Background: an optimization exercise with open tools, aiming at small area and a short achievable clock period. Do not read the settings as production practice.
The RTL was checked by simulation tests, not by an equivalence proof against the original design.
No activity file was given, so power comes from the tool's default toggle rates.

== run A ==
## st_source
module st_source (
   input  logic                          clk,
   input  logic                          reset,
   input  logic                          psel,
   input  logic                          penable,
   input  logic                          pwrite,
   input  st_source_pkg::apb_addr_t      paddr,
   input  logic [31:0]                   pwdata,
   output logic [31:0]                   prdata,
   output logic                          pready,
   output logic                          pslverr,
   output logic                          src_valid,
   output st_source_pkg::st_data_t       src_data,
   output st_source_pkg::st_channel_t    src_channel,
   output logic                          src_sop,
   output logic                          src_eop,
   input  logic                          src_ready
);
make LEC_CHECK=0 CAP_MARGIN=20 CORE_MARGIN=2 CORE_UTILIZATION=50 CTS_BUF_LIST=sky130_fd_sc_hd__clkbuf_16 CTS_CLUSTER_DIAMETER=80 CTS_CLUSTER_SIZE=24 SETUP_SLACK_MARGIN=2.9 SLEW_MARGIN=20 finish   # period 5.0 ns
run.sh (not shown) runs the stock make flow with config.mk's settings and CLKGATE_MAP_FILE= SYNTH_SCRIPT=/design/flow/synth_recipe.tcl, a recipe that flattens the netlist after the stock synthesis.
#### Input delta (run B over run A)
diff --git a/flow/config.mk b/flow/config.mk
--- a/flow/config.mk
+++ b/flow/config.mk
@@ -12,3 +12,3 @@
 export CTS_CLUSTER_DIAMETER = 80
-export CTS_CLUSTER_SIZE = 24
+export CTS_CLUSTER_SIZE = 28
 export SETUP_SLACK_MARGIN = 2.9
### Flow results
Between run B and run A, the relative contribution of combinational cells to total power does not differ in any meaningful way. Between run B and run A, the final instance area does not differ in any meaningful way. [compare] base=run A new=run B: area of the multi-input gates went up 1.2%; slack of the worst reg-to-reg path up 0.05 ns; global-route met2 utilization has decreased; filler-free cell count of the finished design stayed essentially flat. There was hardly any difference in longest individual stage delay on the worst path between run A and run B. Run A has a higher slew of the pin with the lowest slew margin than run B. | worst setup slack | run B vs run A | ≈ equal |. Comparing run A against run B, there is no change at all in number of inverters outside the clock class in the layout.
What run C does differently from run B at the input level:
diff --git a/flow/config.mk b/flow/config.mk
--- a/flow/config.mk
+++ b/flow/config.mk
@@ -9,7 +9,7 @@
 export CORE_MARGIN = 2
-export CORE_UTILIZATION = 50
+export CORE_UTILIZATION = 40
 export CTS_BUF_LIST = sky130_fd_sc_hd__clkbuf_16
 export CTS_CLUSTER_DIAMETER = 80
-export CTS_CLUSTER_SIZE = 28
-export SETUP_SLACK_MARGIN = 2.9
+export CTS_CLUSTER_SIZE = 24
+export SETUP_SLACK_MARGIN = 2.7
 export SLEW_MARGIN = 20
Findings:
Every run (run C and run B) finished clean. From run B to run C the numbers moved as follows: hold slack shows a reduction of 0.059 ns, number of flops mapped to enable cells by yosys roughly the same, post-layout total power increased 1.2%, number of buffers added for setup after CTS shows a reduction of about 56%, multi-input gate share of total cell area decreased 0.45 points. | count of plain and timing-repair buffers | lower: run C |. Going from run B to run C, via count shrank slightly. The first element of the critical path comes out sel_resp$_DFF_P_ in one run and busy_q$_DFF_PP0_ in the other, namely in run B and run C respectively. Area used by multi-input combinational logic ended up 2.4% lower on run C than on run B.


JK:
st_source again, from the RTL that the note above started with.
==> flow/config.mk <==
export PLATFORM = sky130hd
export DESIGN_NAME = st_source
export DESIGN_NICKNAME = st_source
export VERILOG_FILES = /design/flow/design.v
export SDC_FILE = /design/flow/constraint.sdc
export NUM_CORES = 4
export LEC_CHECK = 0
export CAP_MARGIN = 20
export CORE_MARGIN = 2
export CORE_UTILIZATION = 50
export CTS_BUF_LIST = sky130_fd_sc_hd__clkbuf_16
export CTS_CLUSTER_DIAMETER = 80
export CTS_CLUSTER_SIZE = 24
export SETUP_SLACK_MARGIN = 2.7
export SLEW_MARGIN = 20
==> flow/constraint.sdc <==
create_clock -name core_clock -period 5.0 [get_ports {clk}]
set_input_delay 1.0000 -clock core_clock [delete_from_list [all_inputs] [get_ports {clk}]]
set_output_delay 1.0000 -clock core_clock [all_outputs]
set_load 0.01 [all_outputs]
JK finished every step from synthesis to the final layout, and the layout passed the timing, design-rule and antenna checks.
--- input diff JK..MS ---
Settings: swapping 50 for 60 in CORE_UTILIZATION; swapping 2.7 for 2.85 in SETUP_SLACK_MARGIN.
Results
- Between MS and JK, it is MS whose number of nets in the layout is higher, by 17.
- Re utilization: JK and MS aren't equal, and the higher value belongs to MS.
- Between MS and JK, the portion of total power attributed to combinational logic figures differ only marginally.
## Diff of input files: AL against MS
Settings: changing SETUP_SLACK_MARGIN from 2.85 to 2.7.
Notes after the runs:
Every stage of the flow completed for AL, and the final layout passed the timing, design-rule and antenna checks. MS has a higher footprint of the multi-input gates than AL. Max largest net degree at the start of global routing across MS and AL: AL. Density: AL sparser than MS. MS and AL ended up with roughly the same count of multi-input gates. MS -> AL: power flat. As far as storage element area is concerned, MS and AL perform about the same. The first-pass GRT wire length in AL sits about 1.2% above the value recorded for MS. Against MS as the reference, AL delivers a lower final area. Delta (AL minus MS): wire length on met3 saw a decrease; power share of the clock group saw little to no change.

## static timing again, ports no longer ideal
No port has a modelled driver above. Below, the same layouts with a new extraction and two added sets of constraints. Step 1: set_driving_cell puts a clkbuf_16 on clk and a buf_2 on each other input, an assumption about the parent block. Step 2 moves the port delays by t, midway between the first and last clock arrival at a register: inputs arrive t later, outputs are due t later. That takes back most of the time a late clock gives input paths. a / b / c = no drivers / after step 1 / after step 2; a / b = the first two.
run	shift t [ns]	slack for setup (ns)	hold slack, ns	clock arrival spread, ns	pins driven straight from the clock port
run A	0.730	2.672 / 2.602 / 2.251	0.452 / 0.452 / 0.452	0.043 / 0.043	1
run B	0.722	2.672 / 2.604 / 2.239	0.455 / 0.455 / 0.455	0.039 / 0.038	1
run C	0.757	2.538 / 2.470 / 1.938	0.396 / 0.396 / 0.396	0.084 / 0.084	1
JK	0.726	2.609 / 2.544 / 2.032	0.454 / 0.454 / 0.454	0.030 / 0.031	1
MS	0.730	2.635 / 2.567 / 2.152	0.453 / 0.453 / 0.453	0.030 / 0.030	1
AL	0.732	2.599 / 2.527 / 2.026	0.455 / 0.455 / 0.455	0.016 / 0.017	1
After both steps every run listed still meets setup and hold. For run C, which loses most, drivers alone change the setup slack by -0.068 ns; drivers and shift together by -0.600 ns.
